Source: an optimization exercise on an open RTL-to-GDS flow (aim: small area). Production flows keep margins and buffers that such runs may drop.
In this exercise RTL edits were held to simulation tests only and were not proved equivalent to the original.
Power and IR drop assume default switching activity.

==> 08-02: inputs <==
Design register_file, start of the top module:
module register_file
#(
  parameter int DATA_W = regfile_pkg::DATA_W,
  parameter int ADDR_W = regfile_pkg::ADDR_W,
  parameter int NREGS  = regfile_pkg::NREGS
) (
  input  logic              clk,
  input  logic              rst,
  input  logic              we,
  input  logic [ADDR_W-1:0] rs,
  input  logic [ADDR_W-1:0] rt,
  input  logic [ADDR_W-1:0] rd,
  input  logic [DATA_W-1:0] dataIn,
  output logic [DATA_W-1:0] A,
  output logic [DATA_W-1:0] B
);
==> module register_file_read_port, before the edit <==
module register_file_read_port
#(
  parameter int DATA_W = regfile_pkg::DATA_W,
  parameter int ADDR_W = regfile_pkg::ADDR_W,
  parameter int NREGS  = regfile_pkg::NREGS
) (
  input  logic [NREGS*DATA_W-1:0] i_regs,
  input  logic [ADDR_W-1:0] i_addr,
  output logic [DATA_W-1:0] o_data
);
  logic [NREGS-1:0] w_sel;
  always_comb begin
    for (int i = 0; i < NREGS; i++) begin
      w_sel[i] = (i_addr == ADDR_W'(i)) && (i != 0);
    end
  end
  for (genvar b = 0; b < DATA_W; b++) begin : g_bit
    logic [10:0] w_t;
    logic [2:0]  w_u;
    for (genvar g = 0; g < 10; g++) begin : g_grp
      rf_aoi222 u_aoi (
        .a0  (i_regs[(3*g+1)*DATA_W + b]), .s0 (w_sel[3*g+1]),
        .a1  (i_regs[(3*g+2)*DATA_W + b]), .s1 (w_sel[3*g+2]),
        .a2  (i_regs[(3*g+3)*DATA_W + b]), .s2 (w_sel[3*g+3]),
        .y_n (w_t[g])
      );
    end
    rf_nand2 u_last (.a (i_regs[31*DATA_W + b]), .b (w_sel[31]), .y_n (w_t[10]));
    rf_nand4 u_n0 (.a (w_t[0]), .b (w_t[1]), .c (w_t[2]), .d (w_t[3]),  .y (w_u[0]));
    rf_nand4 u_n1 (.a (w_t[4]), .b (w_t[5]), .c (w_t[6]), .d (w_t[7]),  .y (w_u[1]));
    rf_nand3 u_n2 (.a (w_t[8]), .b (w_t[9]), .c (w_t[10]),              .y (w_u[2]));
    rf_or3   u_o  (.a (w_u[0]), .b (w_u[1]), .c (w_u[2]), .y (o_data[b]));
  end
endmodule
==> module register_file, before the edit <==
module register_file
#(
  parameter int DATA_W = regfile_pkg::DATA_W,
  parameter int ADDR_W = regfile_pkg::ADDR_W,
  parameter int NREGS  = regfile_pkg::NREGS
) (
  input  logic              clk,
  input  logic              rst,
  input  logic              we,
  input  logic [ADDR_W-1:0] rs,
  input  logic [ADDR_W-1:0] rt,
  input  logic [ADDR_W-1:0] rd,
  input  logic [DATA_W-1:0] dataIn,
  output logic [DATA_W-1:0] A,
  output logic [DATA_W-1:0] B
);
  logic [(NREGS-1)*DATA_W-1:0] r_regs;
  logic [NREGS*DATA_W-1:0]     w_regs;
  logic [DATA_W-1:0] w_data;
  assign w_data = dataIn & {DATA_W{!rst}};
  assign w_regs = {r_regs, {DATA_W{1'b0}}};
  for (genvar i = 1; i < NREGS; i++) begin : g_reg
    logic              w_ld;
    logic              w_ld_n;
    logic [DATA_W-1:0] w_next;
    assign w_ld   = rst || (we && (rd == ADDR_W'(i)));
    assign w_ld_n = !w_ld;
    for (genvar b = 0; b < DATA_W; b++) begin : g_bit
      rf_ld_sel u_sel (
        .d    (w_data[b]),
        .en   (w_ld),
        .q    (r_regs[(i-1)*DATA_W + b]),
        .en_n (w_ld_n),
        .y    (w_next[b])
      );
    end
    always_ff @(posedge clk) begin
      r_regs[(i-1)*DATA_W +: DATA_W] <= w_next;
    end
  end
  register_file_read_port #(
    .DATA_W (DATA_W),
    .ADDR_W (ADDR_W),
    .NREGS  (NREGS)
  ) u_port_a (
    .i_regs (w_regs),
    .i_addr (rs),
    .o_data (A)
  );
  register_file_read_port #(
    .DATA_W (DATA_W),
    .ADDR_W (ADDR_W),
    .NREGS  (NREGS)
  ) u_port_b (
    .i_regs (w_regs),
    .i_addr (rt),
    .o_data (B)
  );
endmodule
Settings: LEC_CHECK=0, CAP_MARGIN=20, CORE_MARGIN=2, CORE_UTILIZATION=40, SLEW_MARGIN=20, SYNTH_HIERARCHICAL=1, SYNTH_MINIMUM_KEEP_SIZE=0; clock period 6.0 ns.
run.sh (not shown) runs the stock make flow with config.mk's settings and CLKGATE_MAP_FILE= SYNTH_SCRIPT=/design/flow/synth_recipe.tcl, a recipe that flattens the netlist after the stock synthesis.
==> 01-04: changes against 08-02 <==
--- a/flow/design.v
+++ b/flow/design.v
@@ -23,4 +23,10 @@
 );
   assign y_n = !((a0 & s0) | (a1 & s1) | (a2 & s2));
+endmodule
+module rf_nor2 (
+  input  logic a, b,
+  output logic y
+);
+  assign y = !(a | b);
 endmodule
 module rf_nand2 (
@@ -58,22 +64,32 @@
   output logic [DATA_W-1:0] o_data
 );
-  logic [NREGS-1:0] w_sel;
-  always_comb begin
-    for (int i = 0; i < NREGS; i++) begin
-      w_sel[i] = (i_addr == ADDR_W'(i)) && (i != 0);
+  logic [3:0] w_lo_n;
+  logic [7:0] w_hi_n;
+  for (genvar k = 0; k < 4; k++) begin : g_lo
+    assign w_lo_n[k] = (i_addr[1:0] != 2'(k));
+  end
+  for (genvar j = 0; j < 8; j++) begin : g_hi
+    assign w_hi_n[j] = (i_addr[4:2] != 3'(j));
+  end
+  logic [NREGS-1:0] w_sel [2];
+  for (genvar c = 0; c < 2; c++) begin : g_cpy
+    assign w_sel[c][0] = 1'b0;
+    for (genvar i = 1; i < NREGS; i++) begin : g_sel
+      rf_nor2 u_sel (.a (w_hi_n[i / 4]), .b (w_lo_n[i % 4]), .y (w_sel[c][i]));
     end
   end
   for (genvar b = 0; b < DATA_W; b++) begin : g_bit
+    localparam int C = (b < DATA_W / 2) ? 0 : 1;
     logic [10:0] w_t;
     logic [2:0]  w_u;
     for (genvar g = 0; g < 10; g++) begin : g_grp
       rf_aoi222 u_aoi (
-        .a0  (i_regs[(3*g+1)*DATA_W + b]), .s0 (w_sel[3*g+1]),
-        .a1  (i_regs[(3*g+2)*DATA_W + b]), .s1 (w_sel[3*g+2]),
-        .a2  (i_regs[(3*g+3)*DATA_W + b]), .s2 (w_sel[3*g+3]),
+        .a0  (i_regs[(3*g+1)*DATA_W + b]), .s0 (w_sel[C][3*g+1]),
+        .a1  (i_regs[(3*g+2)*DATA_W + b]), .s1 (w_sel[C][3*g+2]),
+        .a2  (i_regs[(3*g+3)*DATA_W + b]), .s2 (w_sel[C][3*g+3]),
         .y_n (w_t[g])
       );
     end
-    rf_nand2 u_last (.a (i_regs[31*DATA_W + b]), .b (w_sel[31]), .y_n (w_t[10]));
+    rf_nand2 u_last (.a (i_regs[31*DATA_W + b]), .b (w_sel[C][31]), .y_n (w_t[10]));
     rf_nand4 u_n0 (.a (w_t[0]), .b (w_t[1]), .c (w_t[2]), .d (w_t[3]),  .y (w_u[0]));
     rf_nand4 u_n1 (.a (w_t[4]), .b (w_t[5]), .c (w_t[6]), .d (w_t[7]),  .y (w_u[1]));
@@ -100,19 +116,23 @@
   logic [(NREGS-1)*DATA_W-1:0] r_regs;
   logic [NREGS*DATA_W-1:0]     w_regs;
-  logic [DATA_W-1:0] w_data;
-  assign w_data = dataIn & {DATA_W{!rst}};
   assign w_regs = {r_regs, {DATA_W{1'b0}}};
   for (genvar i = 1; i < NREGS; i++) begin : g_reg
-    logic              w_ld;
-    logic              w_ld_n;
+    logic              w_hit;
+    logic              w_hit_n;
+    logic [1:0]        w_ld;
+    logic [1:0]        w_ld_n;
     logic [DATA_W-1:0] w_next;
-    assign w_ld   = rst || (we && (rd == ADDR_W'(i)));
-    assign w_ld_n = !w_ld;
+    assign w_hit   = we && (rd == ADDR_W'(i));
+    assign w_hit_n = !w_hit;
+    for (genvar c = 0; c < 2; c++) begin : g_cpy
+      rf_nor2 u_ld   (.a (w_hit_n), .b (rst), .y (w_ld[c]));
+      rf_nor2 u_ld_n (.a (w_hit),   .b (rst), .y (w_ld_n[c]));
+    end
     for (genvar b = 0; b < DATA_W; b++) begin : g_bit
       rf_ld_sel u_sel (
-        .d    (w_data[b]),
-        .en   (w_ld),
+        .d    (dataIn[b]),
+        .en   (w_ld[b / (DATA_W / 2)]),
         .q    (r_regs[(i-1)*DATA_W + b]),
-        .en_n (w_ld_n),
+        .en_n (w_ld_n[b / (DATA_W / 2)]),
         .y    (w_next[b])
       );
==> flow/flow/run.sh (new file) <==
#!/bin/bash
# Layout flow: the standard synthesis unchanged, then the standard ORFS
# layout with these changes:
#  - ports buffered with buf_2 instead of clkdlybuf4s50_1;
#  - design repair after placement may not use buffers larger than buf_2
#    (flow/ban.tcl; it picked buf_12/buf_16 for the fanout-32 nets);
#  - clock tree synthesis without dummy loads, with larger sink clusters.
# Each step's output goes to its own log here.
set -e
bash standard.sh synth > synth.log 2>&1
export BUFFER_PORTS_ARGS="-buffer_cell sky130_fd_sc_hd__buf_2"
export PRE_RESIZE_TCL="$PWD/flow/ban.tcl"
export CTS_ARGS="-sink_clustering_enable -repair_clock_nets -dont_use_dummy_load -sink_clustering_size 30 -sink_clustering_max_diameter 80"
bash standard.sh finish > layout.log 2>&1
==> flow/flow/ban.tcl (new file) <==
# Sourced before design repair (PRE_RESIZE_TCL): keep repair_design from
# buffering the fanout-32 nets with large buffers.
foreach c {buf_4 buf_6 buf_8 buf_12 buf_16 bufbuf_8 bufbuf_16 clkbuf_4 clkbuf_8 clkbuf_16
           clkdlybuf4s15_1 clkdlybuf4s15_2 clkdlybuf4s18_1 clkdlybuf4s18_2 clkdlybuf4s25_1
           clkdlybuf4s25_2 clkdlybuf4s50_1 clkdlybuf4s50_2 dlygate4sd1_1 dlygate4sd2_1
           dlygate4sd3_1 dlymetal6s2s_1 dlymetal6s4s_1 dlymetal6s6s_1} {
  set_dont_use [get_lib_cells sky130_fd_sc_hd__$c]
}
puts "ban.tcl: large buffers set dont_use for design repair"
==> flow/standard.sh (new file) <==
#!/bin/bash
# synth_recipe.tcl (not shown) runs the flow's synth.tcl, then flattens the netlist and writes it again
# the make line also repeats each setting of config.mk as NAME=value (left out here)
make -C /OpenROAD-flow-scripts/flow DESIGN_CONFIG=/design/flow/config.mk WORK_HOME=/design/flow/orfs CLKGATE_MAP_FILE= SYNTH_SCRIPT=/design/flow/synth_recipe.tcl "${@:-finish}"
--- a/flow/config.mk
+++ b/flow/config.mk
@@ -8,5 +8,7 @@
 export CAP_MARGIN = 20
 export CORE_MARGIN = 2
-export CORE_UTILIZATION = 40
+export CORE_UTILIZATION = 50
+export GPL_TIMING_DRIVEN = 0
+export SETUP_SLACK_MARGIN = 0.8
 export SLEW_MARGIN = 20
 export SYNTH_HIERARCHICAL = 1
removed: flow/run.sh
==> 06-13: changes against 08-02 <==
--- a/flow/design.v
+++ b/flow/design.v
@@ -23,4 +23,10 @@
 );
   assign y_n = !((a0 & s0) | (a1 & s1) | (a2 & s2));
+endmodule
+module rf_nor2 (
+  input  logic a, b,
+  output logic y
+);
+  assign y = !(a | b);
 endmodule
 module rf_nand2 (
@@ -58,22 +64,32 @@
   output logic [DATA_W-1:0] o_data
 );
-  logic [NREGS-1:0] w_sel;
-  always_comb begin
-    for (int i = 0; i < NREGS; i++) begin
-      w_sel[i] = (i_addr == ADDR_W'(i)) && (i != 0);
+  logic [3:0] w_lo_n;
+  logic [7:0] w_hi_n;
+  for (genvar k = 0; k < 4; k++) begin : g_lo
+    assign w_lo_n[k] = (i_addr[1:0] != 2'(k));
+  end
+  for (genvar j = 0; j < 8; j++) begin : g_hi
+    assign w_hi_n[j] = (i_addr[4:2] != 3'(j));
+  end
+  logic [NREGS-1:0] w_sel [2];
+  for (genvar c = 0; c < 2; c++) begin : g_cpy
+    assign w_sel[c][0] = 1'b0;
+    for (genvar i = 1; i < NREGS; i++) begin : g_sel
+      rf_nor2 u_sel (.a (w_hi_n[i / 4]), .b (w_lo_n[i % 4]), .y (w_sel[c][i]));
     end
   end
   for (genvar b = 0; b < DATA_W; b++) begin : g_bit
+    localparam int C = (b < DATA_W / 2) ? 0 : 1;
     logic [10:0] w_t;
     logic [2:0]  w_u;
     for (genvar g = 0; g < 10; g++) begin : g_grp
       rf_aoi222 u_aoi (
-        .a0  (i_regs[(3*g+1)*DATA_W + b]), .s0 (w_sel[3*g+1]),
-        .a1  (i_regs[(3*g+2)*DATA_W + b]), .s1 (w_sel[3*g+2]),
-        .a2  (i_regs[(3*g+3)*DATA_W + b]), .s2 (w_sel[3*g+3]),
+        .a0  (i_regs[(3*g+1)*DATA_W + b]), .s0 (w_sel[C][3*g+1]),
+        .a1  (i_regs[(3*g+2)*DATA_W + b]), .s1 (w_sel[C][3*g+2]),
+        .a2  (i_regs[(3*g+3)*DATA_W + b]), .s2 (w_sel[C][3*g+3]),
         .y_n (w_t[g])
       );
     end
-    rf_nand2 u_last (.a (i_regs[31*DATA_W + b]), .b (w_sel[31]), .y_n (w_t[10]));
+    rf_nand2 u_last (.a (i_regs[31*DATA_W + b]), .b (w_sel[C][31]), .y_n (w_t[10]));
     rf_nand4 u_n0 (.a (w_t[0]), .b (w_t[1]), .c (w_t[2]), .d (w_t[3]),  .y (w_u[0]));
     rf_nand4 u_n1 (.a (w_t[4]), .b (w_t[5]), .c (w_t[6]), .d (w_t[7]),  .y (w_u[1]));
@@ -100,19 +116,23 @@
   logic [(NREGS-1)*DATA_W-1:0] r_regs;
   logic [NREGS*DATA_W-1:0]     w_regs;
-  logic [DATA_W-1:0] w_data;
-  assign w_data = dataIn & {DATA_W{!rst}};
   assign w_regs = {r_regs, {DATA_W{1'b0}}};
   for (genvar i = 1; i < NREGS; i++) begin : g_reg
-    logic              w_ld;
-    logic              w_ld_n;
+    logic              w_hit;
+    logic              w_hit_n;
+    logic [1:0]        w_ld;
+    logic [1:0]        w_ld_n;
     logic [DATA_W-1:0] w_next;
-    assign w_ld   = rst || (we && (rd == ADDR_W'(i)));
-    assign w_ld_n = !w_ld;
+    assign w_hit   = we && (rd == ADDR_W'(i));
+    assign w_hit_n = !w_hit;
+    for (genvar c = 0; c < 2; c++) begin : g_cpy
+      rf_nor2 u_ld   (.a (w_hit_n), .b (rst), .y (w_ld[c]));
+      rf_nor2 u_ld_n (.a (w_hit),   .b (rst), .y (w_ld_n[c]));
+    end
     for (genvar b = 0; b < DATA_W; b++) begin : g_bit
       rf_ld_sel u_sel (
-        .d    (w_data[b]),
-        .en   (w_ld),
+        .d    (dataIn[b]),
+        .en   (w_ld[b / (DATA_W / 2)]),
         .q    (r_regs[(i-1)*DATA_W + b]),
-        .en_n (w_ld_n),
+        .en_n (w_ld_n[b / (DATA_W / 2)]),
         .y    (w_next[b])
       );
==> flow/flow/run.sh (new file) <==
#!/bin/bash
# Layout flow: the standard synthesis unchanged, then the standard ORFS
# layout with these changes:
#  - ports buffered with buf_1 instead of clkdlybuf4s50_1;
#  - design repair after placement may not use buffers larger than buf_2
#    (flow/ban.tcl; it picked buf_12/buf_16 for the fanout-32 nets);
#  - clock tree synthesis without dummy loads, with larger sink clusters.
# Each step's output goes to its own log here.
set -e
bash standard.sh synth > synth.log 2>&1
export BUFFER_PORTS_ARGS="-buffer_cell sky130_fd_sc_hd__buf_1"
export PRE_RESIZE_TCL="$PWD/flow/ban.tcl"
export CTS_ARGS="-sink_clustering_enable -repair_clock_nets -dont_use_dummy_load -sink_clustering_size 30 -sink_clustering_max_diameter 80"
bash standard.sh finish > layout.log 2>&1
==> flow/flow/ban.tcl (new file) <==
# Sourced before design repair (PRE_RESIZE_TCL): keep repair_design from
# buffering the fanout-32 nets with large buffers.
foreach c {buf_4 buf_6 buf_8 buf_12 buf_16 bufbuf_8 bufbuf_16 clkbuf_4 clkbuf_8 clkbuf_16
           clkdlybuf4s15_1 clkdlybuf4s15_2 clkdlybuf4s18_1 clkdlybuf4s18_2 clkdlybuf4s25_1
           clkdlybuf4s25_2 clkdlybuf4s50_1 clkdlybuf4s50_2 dlygate4sd1_1 dlygate4sd2_1
           dlygate4sd3_1 dlymetal6s2s_1 dlymetal6s4s_1 dlymetal6s6s_1} {
  set_dont_use [get_lib_cells sky130_fd_sc_hd__$c]
}
puts "ban.tcl: large buffers set dont_use for design repair"
==> flow/standard.sh (new file) <==
#!/bin/bash
# synth_recipe.tcl (not shown) runs the flow's synth.tcl, then flattens the netlist and writes it again
# the make line also repeats each setting of config.mk as NAME=value (left out here)
make -C /OpenROAD-flow-scripts/flow DESIGN_CONFIG=/design/flow/config.mk WORK_HOME=/design/flow/orfs CLKGATE_MAP_FILE= SYNTH_SCRIPT=/design/flow/synth_recipe.tcl "${@:-finish}"
--- a/flow/config.mk
+++ b/flow/config.mk
@@ -8,5 +8,7 @@
 export CAP_MARGIN = 20
 export CORE_MARGIN = 2
-export CORE_UTILIZATION = 40
+export CORE_UTILIZATION = 55
+export GPL_TIMING_DRIVEN = 0
+export SETUP_SLACK_MARGIN = 0.8
 export SLEW_MARGIN = 20
 export SYNTH_HIERARCHICAL = 1
removed: flow/run.sh
==> run summary <==
Combined global-route utilization of all metal layers: 01-04 0.371; 08-02 0.358; 06-13 0.396
Reg-to-reg critical path endpoint: 01-04 r_regs[198]$_DFF_P_; 08-02 r_regs[82]$_DFF_P_; 06-13 r_regs[16]$_DFF_P_
Result of the run: 01-04 complete, no violations; 08-02 finished with violations; 06-13 complete, no violations
Violated checks: 01-04 -; 08-02 setup timing; 06-13 -
Routed length on met1: 01-04 63,100 um; 08-02 70,100 um; 06-13 59,300 um
Site row count: 01-04 101; 08-02 113; 06-13 96
Sequential cell fraction of total power: 01-04 0.618; 08-02 0.470; 06-13 0.625
Largest stage delay, worst path: 01-04 0.68 ns; 08-02 1.02 ns; 06-13 0.62 ns
Count of fill cells added during filler insertion: 01-04 6,406; 08-02 8,484; 06-13 5,648
First-pass detailed-route iteration total: 01-04 14; 08-02 15; 06-13 13
Clock network power: 01-04 3.49 mW; 08-02 6.72 mW; 06-13 3.36 mW
Antenna cells: 01-04 3; 08-02 5; 06-13 3
Placement Setup Slack: 01-04 0.689 ns; 08-02 0.140 ns; 06-13 0.333 ns
Post-layout utilization of the core: 01-04 0.556; 08-02 0.494; 06-13 0.613
Starting utilization of the core area: 01-04 0.505; 08-02 0.402; 06-13 0.557
Post-route fraction of the period consumed by the critical path: 01-04 0.894; 08-02 1.01; 06-13 0.890
Clock-pin slew on the worst setup and hold paths: 01-04 0.08 ns; 08-02 0.06 ns; 06-13 0.07 ns
Maximum achievable frequency: 01-04 186 MHz; 08-02 164 MHz; 06-13 187 MHz
Critical path's slowest cell: 01-04 sky130_fd_sc_hd__a222oi_1; 08-02 sky130_fd_sc_hd__nor2_2; 06-13 sky130_fd_sc_hd__or3_1
Worst EP arrival: 01-04 4.17 ns; 08-02 4.89 ns; 06-13 4.14 ns
Number of well taps: 01-04 1,030; 08-02 1,265; 06-13 931
WP buf/inv: 01-04 2; 08-02 3; 06-13 2

[port drivers added, routing unchanged]
The results above use ideal ports. As a check the final layouts listed here were re-extracted and re-timed, cells and wires unchanged. Step 1, drivers: a clkbuf_16 drives clk and a buf_2 each remaining input, both assumed. Step 2 times the ports against the registers' clock, not the clock port: input delays grow and output delays shrink by t, the midpoint of the rising clock arrivals with the driver on. Three values: ideal ports, drivers, drivers and shift; two values: the first two.
run	t (ns)	setup WS [ns]	hold WS [ns]	latest minus earliest clock arrival (ns)	worst register clock-pin slew, ns
08-02	0.753	-0.089 / -0.202 / -0.202	0.499 / 0.499 / 0.499	0.034 / 0.034	0.07 / 0.07
01-04	0.697	0.633 / 0.594 / 0.594	0.506 / 0.506 / 0.506	0.069 / 0.069	0.12 / 0.12
06-13	0.682	0.658 / 0.632 / 0.632	0.499 / 0.499 / 0.499	0.058 / 0.058	0.12 / 0.12
For 08-02, which loses most, drivers alone change the setup slack by -0.113 ns; drivers and shift together by -0.113 ns.
